What follows belongs to an exercise in optimizing a design on an open flow for small area, a short achievable clock period and few clock cycles per item; a production flow would make more cautious choices.
No functional check of the RTL was part of this run.
Power and IR drop assume default switching activity.

<file path="run.sh">
#!/bin/bash
# synth_recipe.tcl (not shown) runs the flow's synth.tcl, then flattens the netlist and writes it again
# the make line also repeats each setting of config.mk as NAME=value (left out here)
make -C /OpenROAD-flow-scripts/flow DESIGN_CONFIG=/design/flow/config.mk WORK_HOME=/design/flow/orfs CLKGATE_MAP_FILE= SYNTH_SCRIPT=/design/flow/synth_recipe.tcl finish
</file>
<file path="config.mk">
export PLATFORM = sky130hd
export DESIGN_NAME = trickle_interval_timer_unit
export DESIGN_NICKNAME = trickle_interval_timer_unit
export VERILOG_FILES = /design/flow/design.v
export SDC_FILE = /design/flow/constraint.sdc
export NUM_CORES = 4
export LEC_CHECK = 0
export CAP_MARGIN = 20
export CORE_MARGIN = 2
export CORE_UTILIZATION = 40
export PLACE_DENSITY = 0.6
export SLEW_MARGIN = 20
</file>
<file path="constraint.sdc">
create_clock -name core_clock -period 22.0 [get_ports {i_clk}]
set_input_delay 4.4000 -clock core_clock [delete_from_list [all_inputs] [get_ports {i_clk}]]
set_output_delay 4.4000 -clock core_clock [all_outputs]
set_load 0.01 [all_outputs]
</file>
<file path="design.v">
`default_nettype none
package trk_tmr_pkg;
    localparam int unsigned EXP_W     = 5;
    localparam int unsigned CNT_W     = 8;
    localparam int unsigned TICK_W    = 22;
    localparam int unsigned HALF_W    = TICK_W - 1;
    localparam int unsigned RAND_W    = 16;
    localparam int unsigned CFG_IDX_W = 2;
    localparam int unsigned CFG_DAT_W = 8;
    localparam int unsigned MAX_EXP_DEF          = 24;
    localparam int unsigned TICKS_PER_SECOND_DEF = 128;
    localparam int unsigned MS_PER_SEC           = 1000;
    localparam int unsigned RAND_TOP             = (1 << RAND_W) - 1;
    localparam logic [TICK_W-1:0] TICK_MAX  = {TICK_W{1'b1}};
    localparam logic [CNT_W-1:0]  COUNT_MAX = {CNT_W{1'b1}};
    localparam logic [EXP_W-1:0] MIN_EXP_RST    = 5'd12;
    localparam logic [EXP_W-1:0] DOUBLINGS_RST  = 5'd8;
    localparam logic [CNT_W-1:0] REDUNDANCY_RST = 8'd10;
    typedef enum logic [1:0] {
        OP_TICK  = 2'd0,
        OP_HEARD = 2'd1,
        OP_RESET = 2'd2,
        OP_START = 2'd3
    } t_op;
    typedef enum logic [2:0] {
        EV_NONE     = 3'd0,
        EV_TRANSMIT = 3'd1,
        EV_SUPPRESS = 3'd2,
        EV_POSTPONE = 3'd3,
        EV_NEW_INTV = 3'd4
    } t_event;
    typedef enum logic [CFG_IDX_W-1:0] {
        CFG_MIN_EXP    = 2'd0,
        CFG_DOUBLINGS  = 2'd1,
        CFG_REDUNDANCY = 2'd2
    } t_cfg_idx;
    typedef struct packed {
        t_op               op;
        logic [RAND_W-1:0] rand_word;
        logic              addr_ready;
    } t_in_item;
    typedef struct packed {
        t_event            event_res;
        logic [EXP_W-1:0]  interval_exp;
        logic [CNT_W-1:0]  consistent_count;
    } t_out_item;
    typedef logic [(1 << EXP_W)-1:0][TICK_W-1:0] t_tick_tbl;
    function automatic t_tick_tbl ticks_table(input int unsigned tps);
        logic [(1 << EXP_W)*TICK_W-1:0] tbl;
        logic [63:0] t;
        for (int e = 0; e < (1 << EXP_W); e++) begin
            t = ((64'd1 << e) * 64'(tps)) / MS_PER_SEC;
            if (t > 64'(TICK_MAX)) begin
                t = 64'(TICK_MAX);
            end
            tbl[e*TICK_W +: TICK_W] = t[TICK_W-1:0];
        end
        ticks_table = tbl;
    endfunction
endpackage
`default_nettype wire
`default_nettype none
module trickle_interval_timer_unit #(
    parameter int unsigned TICKS_PER_SECOND = trk_tmr_pkg::TICKS_PER_SECOND_DEF,
    parameter int unsigned MAX_EXP          = trk_tmr_pkg::MAX_EXP_DEF
) (
    input  wire                                  i_clk,
    input  wire                                  i_rst_n,
    input  wire                                  i_in_valid,
    output logic                                 o_in_ready,
    input  wire [18:0]                           i_in,
    output logic                                 o_out_valid,
    input  wire                                  i_out_ready,
    output logic [15:0]                          o_out,
    input  wire                                  i_cfg_valid,
    output logic                                 o_cfg_ready,
    input  wire [trk_tmr_pkg::CFG_IDX_W-1:0]     i_cfg_index,
    input  wire [trk_tmr_pkg::CFG_DAT_W-1:0]     i_cfg_data
);
    localparam int unsigned EXP_W  = trk_tmr_pkg::EXP_W;
    localparam int unsigned CNT_W  = trk_tmr_pkg::CNT_W;
    localparam int unsigned TICK_W = trk_tmr_pkg::TICK_W;
    localparam logic [(1 << EXP_W)*TICK_W-1:0] TICK_TBL =
        trk_tmr_pkg::ticks_table(TICKS_PER_SECOND);
    localparam logic [EXP_W-1:0]  MAX_EXP_V  = EXP_W'(MAX_EXP);
    localparam logic [TICK_W-1:0] POSTPONE_T = TICK_W'(TICKS_PER_SECOND);
    logic [EXP_W-1:0] r_min_exp;
    logic [EXP_W-1:0] r_doublings;
    logic [CNT_W-1:0] r_redundancy;
    logic [EXP_W-1:0]  r_exp;
    logic [CNT_W-1:0]  r_heard;
    logic [2:0]        r_event;
    logic              r_fire_pending;
    logic              r_running;
    logic              r_addr_ok;
    logic              r_fresh;
    logic [TICK_W-1:0] r_ticks;
    logic [TICK_W-1:0] r_b;
    logic              r_busy;
    logic [4:0]        r_step;
    logic              r_in_ready;
    logic              r_out_valid;
    logic              r_sk_valid;
    logic [15:0]       r_sk;
    logic [1:0]  op;
    logic [15:0] rnd;
    logic        rdy;
    assign op  = i_in[18:17];
    assign rnd = i_in[16:1];
    assign rdy = i_in[0];
    logic in_xfer, out_xfer;
    assign in_xfer  = i_in_valid && r_in_ready;
    assign out_xfer = r_out_valid && i_out_ready;
    assign o_cfg_ready = 1'b1;
    assign o_in_ready  = r_in_ready;
    assign o_out_valid = r_out_valid;
    assign o_out       = r_sk_valid ? r_sk : {r_event, r_exp, r_heard};
    logic [EXP_W-1:0] eff_min, exp_ceil, exp_up;
    logic [EXP_W:0]   ceil_sum;
    always_comb begin
        eff_min  = (r_min_exp > MAX_EXP_V) ? MAX_EXP_V : r_min_exp;
        ceil_sum = {1'b0, r_min_exp} + {1'b0, r_doublings};
        exp_ceil = (ceil_sum > {1'b0, MAX_EXP_V}) ? MAX_EXP_V : ceil_sum[EXP_W-1:0];
        exp_up   = (r_exp < exp_ceil) ? r_exp + EXP_W'(1) : r_exp;
    end
    logic       r_all1;
    logic [6:0] fire_s, tail_s, t_small;
    assign r_all1 = &r_b[15:0];
    always_comb begin
        fire_s  = 7'd0;
        t_small = 7'(TICK_TBL[r_exp*TICK_W +: TICK_W]);
        case (r_exp)
            5'd4: fire_s = r_all1 ? 7'd2  : 7'd1;
            5'd5: fire_s = r_all1 ? 7'd4  : {5'd0, 1'b1, r_b[15]};
            5'd6: fire_s = r_all1 ? 7'd8  : {4'd0, 1'b1, r_b[15:14]};
            5'd7: fire_s = r_all1 ? 7'd16 : {3'd0, 1'b1, r_b[15:13]};
            5'd8: fire_s = r_all1 ? 7'd32 : {2'd0, 1'b1, r_b[15:12]};
            5'd9: fire_s = r_all1 ? 7'd64 : {1'd0, 1'b1, r_b[15:11]};
            default: fire_s = 7'd0;
        endcase
        tail_s = t_small - fire_s;
    end
    logic exp_small;
    assign exp_small = (r_exp < 5'd10);
    logic [TICK_W-1:0] h_big, tc_big, t_big;
    always_comb begin
        t_big  = TICK_TBL[r_exp*TICK_W +: TICK_W];
        h_big  = {1'b0, t_big[TICK_W-1:1]};
        tc_big = t_big - h_big;
    end
    logic [TICK_W-1:0] ticks_eff;
    assign ticks_eff = r_fresh ? {15'd0, fire_s} : r_ticks;
    logic              fold_c;
    assign fold_c = (&r_b[15:6]) && (~r_b[5:0] <= r_b[21:16]);
    logic [TICK_W-1:0] add_x, add_y, add_s;
    logic              add_ci;
    always_comb begin
        add_x  = r_busy ? r_ticks : ticks_eff;
        add_y  = {TICK_W{1'b1}};
        add_ci = 1'b0;
        if (r_busy) begin
            if (r_step < 5'd16) begin
                add_y = r_b[0] ? h_big : '0;
            end else if (r_step == 5'd16) begin
                add_y = {6'd0, r_b[15:0]};
            end else if (r_step == 5'd17) begin
                add_y  = {16'd0, r_b[21:16]};
                add_ci = fold_c;
            end else if (r_step == 5'd18) begin
                add_x  = ~r_ticks;
                add_y  = tc_big;
                add_ci = 1'b1;
            end else begin
                add_y = h_big;
            end
        end
        add_s = add_x + add_y + TICK_W'(add_ci);
    end
    logic [EXP_W-1:0]  n_exp;
    logic [CNT_W-1:0]  n_heard;
    logic [2:0]        n_event;
    logic              n_fire_pending, n_running, n_addr_ok, n_fresh;
    logic [TICK_W-1:0] n_ticks;
    logic              do_begin;
    logic [EXP_W-1:0]  begin_exp;
    always_comb begin
        n_exp          = r_exp;
        n_heard        = r_heard;
        n_event        = trk_tmr_pkg::EV_NONE;
        n_fire_pending = r_fire_pending;
        n_running      = r_running;
        n_addr_ok      = r_addr_ok;
        n_fresh        = r_fresh;
        n_ticks        = r_ticks;
        do_begin       = 1'b0;
        begin_exp      = eff_min;
        case (op)
            trk_tmr_pkg::OP_TICK: begin
                if (r_running) begin
                    n_fresh = 1'b0;
                    if (ticks_eff[TICK_W-1:1] != '0) begin
                        n_ticks = add_s;
                    end else if (!r_addr_ok && !rdy) begin
                        n_ticks = POSTPONE_T;
                        n_event = trk_tmr_pkg::EV_POSTPONE;
                    end else begin
                        n_addr_ok = 1'b1;
                        if (r_fire_pending) begin
                            n_event = (r_heard < r_redundancy) ?
                                      trk_tmr_pkg::EV_TRANSMIT : trk_tmr_pkg::EV_SUPPRESS;
                            n_fire_pending = 1'b0;
                            n_ticks = exp_small ? {15'd0, tail_s} : r_b;
                        end else begin
                            begin_exp = exp_up;
                            do_begin  = 1'b1;
                        end
                    end
                end
            end
            trk_tmr_pkg::OP_HEARD: begin
                if (r_heard != trk_tmr_pkg::COUNT_MAX) begin
                    n_heard = r_heard + CNT_W'(1);
                end
            end
            trk_tmr_pkg::OP_RESET: begin
                if (r_exp > eff_min) begin
                    do_begin = 1'b1;
                end
            end
            default: begin
                do_begin = 1'b1;
            end
        endcase
        if (do_begin) begin
            n_exp          = begin_exp;
            n_heard        = '0;
            n_event        = trk_tmr_pkg::EV_NEW_INTV;
            n_fire_pending = 1'b1;
            n_running      = 1'b1;
            n_fresh        = (begin_exp < 5'd10);
            n_ticks        = '0;
        end
    end
    logic begin_slow;
    assign begin_slow = do_begin && (begin_exp >= 5'd10);
    always_ff @(posedge i_clk) begin
        if (!i_rst_n) begin
            r_min_exp    <= trk_tmr_pkg::MIN_EXP_RST;
            r_doublings  <= trk_tmr_pkg::DOUBLINGS_RST;
            r_redundancy <= trk_tmr_pkg::REDUNDANCY_RST;
        end else if (i_cfg_valid) begin
            case (i_cfg_index)
                trk_tmr_pkg::CFG_MIN_EXP:    r_min_exp    <= i_cfg_data[EXP_W-1:0];
                trk_tmr_pkg::CFG_DOUBLINGS:  r_doublings  <= i_cfg_data[EXP_W-1:0];
                trk_tmr_pkg::CFG_REDUNDANCY: r_redundancy <= i_cfg_data[CNT_W-1:0];
                default: begin
                end
            endcase
        end
    end
    always_ff @(posedge i_clk) begin
        if (!i_rst_n) begin
            r_exp          <= '0;
            r_heard        <= '0;
            r_fire_pending <= 1'b0;
            r_running      <= 1'b0;
            r_addr_ok      <= 1'b0;
            r_fresh        <= 1'b0;
            r_busy         <= 1'b0;
        end else if (r_busy) begin
            if (r_step == 5'd19) begin
                r_busy <= 1'b0;
            end
        end else if (in_xfer) begin
            r_exp          <= n_exp;
            r_heard        <= n_heard;
            r_fire_pending <= n_fire_pending;
            r_running      <= n_running;
            r_addr_ok      <= n_addr_ok;
            r_fresh        <= n_fresh;
            r_busy         <= begin_slow;
        end
    end
    always_ff @(posedge i_clk) begin
        if (r_busy) begin
            r_step <= r_step + 5'd1;
            if (r_step < 5'd16) begin
                r_ticks <= {1'b0, add_s[TICK_W-1:1]};
                r_b     <= {6'd0, add_s[0], r_b[15:1]};
            end else if (r_step == 5'd16 || r_step == 5'd18) begin
                r_b     <= add_s;
            end else begin
                r_ticks <= add_s;
            end
        end else if (in_xfer) begin
            r_event <= n_event;
            r_ticks <= n_ticks;
            r_step  <= '0;
            if (do_begin) begin
                r_b <= {6'd0, rnd};
            end
        end
    end
    logic keep_cur;
    assign keep_cur = r_out_valid && !(out_xfer && !r_sk_valid);
    always_ff @(posedge i_clk) begin
        if (!i_rst_n) begin
            r_out_valid <= 1'b0;
            r_sk_valid  <= 1'b0;
            r_in_ready  <= 1'b1;
        end else begin
            if (in_xfer) begin
                r_out_valid <= 1'b1;
                r_sk_valid  <= keep_cur;
                r_in_ready  <= !keep_cur && !begin_slow;
            end else begin
                if (out_xfer) begin
                    if (r_sk_valid) r_sk_valid <= 1'b0;
                    else            r_out_valid <= 1'b0;
                end
                r_in_ready <= !(r_busy && r_step != 5'd19)
                              && !(r_sk_valid && !out_xfer);
            end
        end
    end
    always_ff @(posedge i_clk) begin
        if (in_xfer && keep_cur) begin
            r_sk <= {r_event, r_exp, r_heard};
        end
    end
endmodule
`default_nettype wire
</file>
==> metrics.md <==
| Metric | Value |
|---|---|
| Outcome | complete, no violations |
| Avg Vias per Cell | 5.848 |
| 1st-pass router iterations | 5 |
| Post-Synthesis Cells | 1,277 |
| Sequential share of the synthesized area | 27.60% |
| Post-synth ARST share | 0% |
| Setup_tns | 0 ns |
| Worst slew margin | 26.16% |
| # IOs | 53 |
| DR WL met3 | 2008 microns |
| GRT Residual Overflow | 0 |
| I/O Buffers | 51 |
| CTS Sinks | 107 |
| Chip height | 163.9 microns |
| Wl on met1 | 15,110 microns |
| VDD IR max | 0.00004211 V |
| Post-synth top flop | edfxtp_1 |
| Tot GR Track Use | 23.17% |
| Die W | 163.9 microns |
| Clock latency (worst-skew pair) | 0.37 ns |
| Die area | 0.02687 sq mm |
| Via Count | 9,503 |
| Diodes inserted | 0 |
| Mapped Area | 0.01023 sq mm |
| Syn Nets | 1,404 |
| Vias in the first global route | 8,635 |
| CTS tree | built |
| Post-CTS sizing | 0 |
| Synth warn | 1 |
| Syn Area/Cell | 8.010 sq um |
| Leakage | 4.667 nW |
| Synth unique cells | 82 |
| Initial Util | 40.74% |
| Post CTS Setup Buffer Count | 0 |
| Antenna violations before repair | 0 |
| Root Buffer | clkbuf_16 |
| Avg WL per Cell | 18.99 microns |
| Post-DP HPWL | 23,410 microns |
| CP endpoint kind | register |
| Tmin final | 7.376 ns |
| Area post-placement | 0.01100 sq mm |
| Row count | 58 |
| Fmax achieved | 0.1356 GHz |
| Core area | 0.02511 sq mm |
| Post-synth EDFFs | 68 |
| Post-DRT Antenna Nets | 0 |
| Critical path start-end classification | reg -> reg |
| Wirelength, routed | 30,850 microns |
| Crit Path Max Fanout | 13 |
| Clk buf depth | 2 |
| Crit path largest cell delay | 0.65 ns |
| Layout cells sized above 1 | 5.714% |
| Cells after DPL | 1,609 |
| Met2 wire length | 13,150 microns |
| Final hold vios | 0 |
| RSZ-0062 raised after global routing | no |
| First-pass GRT wire length | 48,450 microns |
| Residual DRC | 0 |
| Post-route cell area | 0.01134 sq mm |
| Clock skew | 0.01201 ns |
| Cell mode on critical path | a21o_1 |
| Initial detailed-routing violation count | 823 |
| H-tree depth | 3 |
| Non-Filler Instances | 1,625 |
| DR top layer | met4 |
| Final Total Pwr | 717.6 uW |
| Setup-failing EPs final | 0 |
| Fin. max-slew vios | 0 |
| Hold slack | 0.4703 ns |
| Slowest-stage cell, CP | a31oi_1 |
| Pwr per Cell Area | 63.30 mW/mm^2 |
| Worst Hold Class | reg -> reg |
| CTS buffer count | 9 |
| Worst Max-Slew Pin Slew | 1.104 ns |
| CP required | 22.12 ns |
| Period utilization | 33.53% |
| Yosys reg bits | 107 |
| # fillers | 2,572 |
| # nets final | 1,417 |
| Largest net degree at the start of global routing | 68 |
| Reported max-cap violation count | 0 |
| P&R area growth vs syn | 10.84% |
| Gpl congestion | 0.9541 |
| Hold Buf Count CTS | 0 |
| Setup crit start kind | register |
| CTS clk-pin slew, worst paths | 0.09 ns |
| CP arrival | 7.50 ns |
placed cells by master (no fill, tap or decap), types with 6 or more instances in the layout:
| cell type | synthesis | layout |
|---|---|---|
| a211oi_1 | 6 | 6 |
| a21o_1 | 30 | 30 |
| a21oi_1 | 114 | 114 |
| a22oi_1 | 9 | 9 |
| a31oi_1 | 19 | 19 |
| and2_1 | 12 | 12 |
| and3_1 | 7 | 7 |
| buf_4 | 3 | 11 |
| clkbuf_16 | 0 | 9 |
| clkdlybuf4s50_1 | 0 | 51 |
| dfxtp_1 | 39 | 38 |
| edfxtp_1 | 68 | 68 |
| ha_1 | 88 | 88 |
| inv_1 | 75 | 75 |
| mux2_2 | 22 | 22 |
| mux2i_1 | 43 | 43 |
| nand2_1 | 157 | 157 |
| nand2b_1 | 14 | 14 |
| nand3_1 | 24 | 24 |
| nand3b_1 | 6 | 6 |
| nand4_1 | 14 | 14 |
| nor2_1 | 112 | 111 |
| nor2b_1 | 15 | 15 |
| nor3_1 | 21 | 20 |
| nor4_1 | 9 | 9 |
| o2111ai_1 | 11 | 11 |
| o211ai_1 | 9 | 9 |
| o21a_1 | 16 | 16 |
| o21ai_0 | 98 | 98 |
| o21bai_1 | 7 | 7 |
| o22ai_1 | 18 | 18 |
| o31ai_1 | 7 | 7 |
| or3_1 | 10 | 10 |
| xnor2_1 | 32 | 32 |
| xor2_1 | 20 | 20 |
worst max-delay path: cells and delay by family (launching register included):
| family | cells | cell delay, ns |
|---|---|---|
| AO/OA/AOI/OAI | 16 | 3.67 |
| XOR/XNOR | 1 | 0.14 |
| adder cells (fa/ha/maj) | 4 | 1.52 |
| buffers and inverters | 2 | 0.30 |
| flip-flops | 1 | 0.63 |
| AND/OR/NAND/NOR | 5 | 0.87 |
stage by stage:
| stage | utilization (%) | setup WS [ns] |
|---|---|---|
| 6_report | 45.15 | 14.62 |
| 5_1_grt | 45.15 | 13.95 |
| 3_5_place_dp | 43.81 | 14.44 |
| 4_1_cts | 45.13 | 14.63 |
| 3_3_place_gp | 43.76 | 14.50 |
| 2_1_floorplan | - | 15.41 |
Yosys cell counts, drive strengths merged, types with 9 or more instances:
master / number / area share (%)
buf: 15 / 0.81
nand4: 15 / 0.98
a22oi: 9 / 0.66
o2111ai: 11 / 0.94
o211ai: 9 / 0.66
nor4: 9 / 0.55
nor2b: 15 / 0.92
or3: 10 / 0.61
mux2: 24 / 2.7
o21ai: 101 / 4.9
nor3: 24 / 1.4
dfxtp: 39 / 7.6
mux2i: 43 / 4.2
and2: 13 / 0.80
clkbuf: 46 / 1.7
nand2: 160 / 6.0
xor2: 20 / 1.7
nand3: 26 / 1.4
inv: 77 / 2.8
o21a: 16 / 1.2
a21oi: 115 / 5.7
o22ai: 18 / 1.1
ha: 88 / 11
nand2b: 14 / 0.86
a21o: 30 / 2.2
edfxtp: 68 / 20
xnor2: 32 / 2.7
a31oi: 19 / 1.2
nor2: 113 / 4.2
routing by layer:
layer,vias to the layer above,track usage (%)
met3,30,2.778
met1,4473,35.03
met5,-,0
met4,0,5.781
met2,318,34.85
li1,4682,-
where the power goes:
| group | leakage, nW | total [mW] | switching [mW] | internal (mW) |
|---|---|---|---|---|
| clock | 0.160 | 0.182 | 0.0890 | 0.0929 |
| sequential | 0.967 | 0.251 | 0.0162 | 0.234 |
| combinational | 3.54 | 0.285 | 0.167 | 0.118 |
registers in the layout, indices dropped and copies added, names as in the netlist, 3 cells and up:
signal / flops
r_min_exp: 5
r_doublings: 5
r_ticks: 22
r_event: 3
r_sk: 16
r_heard: 8
r_exp: 5
r_redundancy: 8
r_step: 5
r_b: 22
path summary, 6_finish.rpt:
check	startpoint	end	slack, ns	cells after the start
worst min register to register	r_event[0]	r_sk[13]	0.47	0
worst max register to register	r_exp[1]	r_ticks[21]	14.62	28
worst max-delay path	r_exp[1]	r_ticks[21]	14.62	28
worst min-delay path	r_event[0]	r_sk[13]	0.47	0
cell families (layout without fill, tap and decap cells):
| kind of cell | Yosys count | after routing | share of synthesized area [%] |
|---|---|---|---|
| fa+ha+maj | 93 | 93 | 11.74 |
| simple gates | 426 | 426 | 19.72 |
| compound gates | 393 | 393 | 24.24 |
| xor+xnor | 52 | 52 | 4.453 |
| buf+inv | 138 | 156 | 5.321 |
| other cells | 1 | 1 | 0.03666 |
| flops | 107 | 107 | 27.60 |
| mux | 67 | 67 | 6.887 |
cell type report:
cell class,instances,area (sq um),area share (%)
clock buffers,9,225.2,1.987
inverters,77,289.0,2.549
clock inverters,7,107.6,0.9491
repair buffers,63,604.3,5.331
well taps,330,412.9,3.642
multi-input cells,1032,6874,60.63
flip-flops and latches,107,2824,24.91

==> port drivers added, routing unchanged <==
In the flow no input, the clock included, has a driving cell. The finished layout below was timed again as built, in two steps.
Step 1 (the two cells are an assumption about what drives the block):
set clk [get_ports {i_clk}]
set_driving_cell -lib_cell sky130_fd_sc_hd__clkbuf_16 $clk
set_driving_cell -lib_cell sky130_fd_sc_hd__buf_2 [delete_from_list [all_inputs] $clk]
Step 2 adds t to the input delays and takes it off the output delays; t is the mean of the earliest and latest rising clock arrival at the registers after step 1. Input paths then give back, and output paths get back, about the clock's delay inside the block.
a / b / c = ideal / step 1 / step 2; a / b = the first two.
t (ns): 0.410
setup slack, ns: 14.624 / 14.624 / 14.400
worst setup path after step 2: input to register
slew at the worst register clock pin (ns): 0.09 / 0.09
After both steps setup and hold are still met in this run. For this run, drivers alone change the setup slack by 0.000 ns; drivers and shift together by -0.224 ns.
